What follows belongs to an exercise in optimizing a design on an open flow for small area, a short achievable clock period and few clock cycles per item; a production flow would make more cautious choices. Only simulation tests tie the RTL to the original design; equivalence was not proved. Power figures rest on the tool's default switching activity, not on a simulated workload.

==> flow/design.v (excerpt) <==
module top_n_min_heap_tracker_top #(
  parameter int unsigned TOP_COUNT = 32
) (
  input  logic        clk,
  input  logic        rst_n,
  input  logic        in_valid,
  output logic        in_ready,
  input  logic [31:0] in_sample_value,
  input  logic [63:0] in_sample_time,
  output logic        out_valid,
  input  logic        out_ready,
  output logic        out_accepted,
  output logic [31:0] out_evicted_value,
  output logic [63:0] out_evicted_time,
  output logic [31:0] out_min_value,
  output logic [63:0] out_min_time
);
  localparam int unsigned W  = tnmh_pkg::EntryW;
  localparam int unsigned TW = tnmh_pkg::TimeW;
  localparam int unsigned NN = 32;
  logic [NN*W-1:0] nq;
  logic [NN:1]     nv;
  logic [15:1]     sel;    
  logic [NN:1]     nwe;
  logic [15:1]     sel_we;
  logic [W-1:0] h_q;
  logic         h_v;
  logic [W-1:0] k_q;
  logic         k_v;
  logic         take;
  logic         h_load;
  logic [W-1:0] in_b;
  logic         o_v;
  logic         acc_q;
  logic [W-1:0] ev_q;
  logic         a_v, a_l2;
  logic [1:0]   a_pos;
  logic [W-1:0] a_s, a_sib, a_l, a_r;
  logic         a_sp;
  logic         b_v, b_l4;
  logic [3:0]   b_pos;
  logic [W-1:0] b_s, b_sib, b_l, b_r;
  logic         b_sp;
  logic fire;
  logic [W-1:0] root, r_l, r_r, r_c, r_o, r_x;
  logic         acc, r_sw;
  logic         acc_lt, acc_eq, rl_lt, rl_eq, rr_lt, rr_eq;
  assign root = nq[0 +: W];
  assign r_l  = nq[1*W +: W] & {W{nv[2]}};
  assign r_r  = nq[2*W +: W] & {W{nv[3]}};
  assign r_c  = sel[1] ? r_r : r_l;
  ...
Size: roughly 170000 µm² of cells after synthesis.
export LEC_CHECK = 0
export ABC_CLOCK_PERIOD_IN_PS = 3000
export CAP_MARGIN = 30
export CORE_MARGIN = 2
export CORE_UTILIZATION = 50
export CTS_CLUSTER_DIAMETER = 100
export CTS_CLUSTER_SIZE = 20
export PLACE_DENSITY = 0.7
export SETUP_SLACK_MARGIN = 5
export SLEW_MARGIN = 35
create_clock -name core_clock -period 11.0 [get_ports {clk}]
standard.sh (not shown) runs the stock make flow with config.mk's settings and CLKGATE_MAP_FILE= SYNTH_SCRIPT=/design/flow/synth_recipe.tcl, a recipe that flattens the netlist after the stock synthesis.
==> flow/flow/run.sh <==
#!/bin/bash
set -euo pipefail
MARGIN=${MARGIN:-7}
sed -e "s/SETUP_SLACK_MARGIN=[0-9.-]*/SETUP_SLACK_MARGIN=${MARGIN} BUFFER_PORTS_ARGS='-buffer_cell sky130_fd_sc_hd__buf_2'/" \
  standard.sh > standard_margin.sh
bash standard_margin.sh > flow.log 2>&1
Testbench counts at the start, summed over its fixed seeds: cycles 5,479, items 3,200.
Change:
Settings changed: CORE_UTILIZATION 50 to 60, PLACE_DENSITY 0.7 to 0.8.
=> The changed run went through all stages and came out clean. Final area barely changes. Synthesized cell count stays the same. Non-clock buffer count grows by 30. Sequential power barely changes.

Starting RTL as in the previous note.
export LEC_CHECK = 0
export ABC_CLOCK_PERIOD_IN_PS = 3000
export CAP_MARGIN = 30
export CORE_MARGIN = 2
export CORE_UTILIZATION = 50
export PLACE_DENSITY = 0.7
export SETUP_SLACK_MARGIN = 5
export SLEW_MARGIN = 35
create_clock -name core_clock -period 11.0 [get_ports {clk}]
Scripts as last shown in full above: flow/flow/run.sh
The first run ran to the end with no violations.
Testbench counts at the start, summed over its fixed seeds: cycles 5,479, items 3,200.
Edit:
--- a/flow/config.mk
+++ b/flow/config.mk
@@ -9 +9 @@
-export CAP_MARGIN = 30
+export CAP_MARGIN = 25
@@ -11,0 +12,2 @@
+export CTS_CLUSTER_DIAMETER = 100
+export CTS_CLUSTER_SIZE = 25
@@ -14 +16 @@
-export SLEW_MARGIN = 35
+export SLEW_MARGIN = 25
After rerunning: Sequential power barely changes; worst hold slack is about the same; area after synthesis is unchanged; global-route usage fell by 0.18 points; sequential cell count does not change; cell area fell by 3.7%; non-clock buffer count rose by 16; combinational power rose by about 3%.
Edit:
--- a/flow/flow/run.sh
+++ b/flow/flow/run.sh
@@ -3 +3 @@
-MARGIN=${MARGIN:-7}
+MARGIN=${MARGIN:-7.2}
--- a/flow/config.mk
+++ b/flow/config.mk
@@ -9 +9 @@
-export CAP_MARGIN = 25
+export CAP_MARGIN = 30
@@ -13 +13 @@
-export CTS_CLUSTER_SIZE = 25
+export CTS_CLUSTER_SIZE = 20
@@ -16 +16 @@
-export SLEW_MARGIN = 25
+export SLEW_MARGIN = 35
Cell area grows slightly.
Area after synthesis stays the same.
Clock skew rose by 19 ps.

the reference run:
Another version of the RTL of top_n_min_heap_tracker_top (not shown whole).
Size in the first run: ~12000 cells after synthesis, roughly 4200 flip-flops, ~170000 µm² of cells after synthesis.
==> flow/config.mk <==
export PLATFORM = sky130hd
export DESIGN_NAME = top_n_min_heap_tracker_top
export DESIGN_NICKNAME = top_n_min_heap_tracker_top
export VERILOG_FILES = /design/flow/design.v
export SDC_FILE = /design/flow/constraint.sdc
export NUM_CORES = 4
export LEC_CHECK = 0
export ABC_CLOCK_PERIOD_IN_PS = 3000
export CAP_MARGIN = 30
export CORE_MARGIN = 2
export CORE_UTILIZATION = 50
export PLACE_DENSITY = 0.7
export SETUP_SLACK_MARGIN = 5
export SLEW_MARGIN = 35
==> flow/constraint.sdc <==
create_clock -name core_clock -period 11.0 [get_ports {clk}]
set_input_delay 2.2000 -clock core_clock [delete_from_list [all_inputs] [get_ports {clk}]]
set_output_delay 2.2000 -clock core_clock [all_outputs]
set_load 0.01 [all_outputs]
==> flow/flow/run.sh <==
#!/bin/bash
set -euo pipefail
MARGIN=${MARGIN:-7}
sed -e "s/SETUP_SLACK_MARGIN=[0-9.-]*/SETUP_SLACK_MARGIN=${MARGIN} BUFFER_PORTS_ARGS='-buffer_cell sky130_fd_sc_hd__buf_2'/" \
  standard.sh > standard_margin.sh
bash standard_margin.sh > flow.log 2>&1
The reference run went all the way through synthesis, placement and routing and the layout is clean on timing, DRC and antenna.
Testbench counts of the reference run, summed over its fixed seeds: cycles 5,479, items 3,200.
Edits applied to the flow inputs when going from the reference run to the trial run:
diff --git a/flow/config.mk b/flow/config.mk
--- a/flow/config.mk
+++ b/flow/config.mk
@@ -9 +9 @@
-export CAP_MARGIN = 30
+export CAP_MARGIN = 20
@@ -11,2 +11,3 @@
-export CORE_UTILIZATION = 50
-export PLACE_DENSITY = 0.7
+export CORE_UTILIZATION = 40
+export CTS_BUF_LIST = sky130_fd_sc_hd__clkbuf_8
+export CTS_CLUSTER_SIZE = 30
@@ -14 +15 @@
-export SLEW_MARGIN = 35
+export SLEW_MARGIN = 20
Results
Taking the reference run as the reference, in the trial run chip height shows an increase of about 12%, sequential share of layout area shows a reduction of 0.50 points, total power after layout shows a reduction of 1200 µW, utilization after layout shows a reduction of 11 points.
DRC violation total after the first TritonRoute iteration on the trial run is ahead of the reference run.
The trial run ended with more area growth from synthesis to layout than the reference run.
For placeable core area, dividing the value from the reference run by the value from the trial run gives 0.800.

## port drivers added, routing unchanged
In the flow no input, the clock included, has a driving cell. The finished layouts below were timed again as built, in two steps.
Step 1, drivers: a clkbuf_16 drives clk and a buf_2 each remaining input, both assumed.
Step 2 times the ports against the registers' clock, not the clock port: input delays grow and output delays shrink by t, the midpoint of the rising clock arrivals with the driver on.
Three values: ideal ports, drivers, drivers and shift; two values: the first two.
run | t (ns) | slack for setup (ns) | slew at the worst register clock pin (ns) | worst data-port slew with drivers (ns)
the first run of note 1 | 1.047 | 6.873 / 6.873 / 6.824 | 0.10 / 0.10 | 0.05
the second run of note 1 | 1.059 | 6.837 / 6.837 / 6.801 | 0.10 / 0.10 | 0.09
the first run of note 2 | 1.039 | 6.918 / 6.918 / 6.718 | 0.07 / 0.07 | 0.06
the second run of note 2 | 1.028 | 6.907 / 6.907 / 6.584 | 0.12 / 0.12 | 0.06
the third run of note 2 | 1.066 | 7.095 / 7.095 / 6.772 | 0.10 / 0.10 | 0.05
the reference run | 1.032 | 6.625 / 6.625 / 6.618 | 0.07 / 0.07 | 0.09
the trial run | 1.334 | 6.581 / 6.581 / 6.359 | 0.07 / 0.07 | 0.07
After both steps every run listed still meets setup and hold.
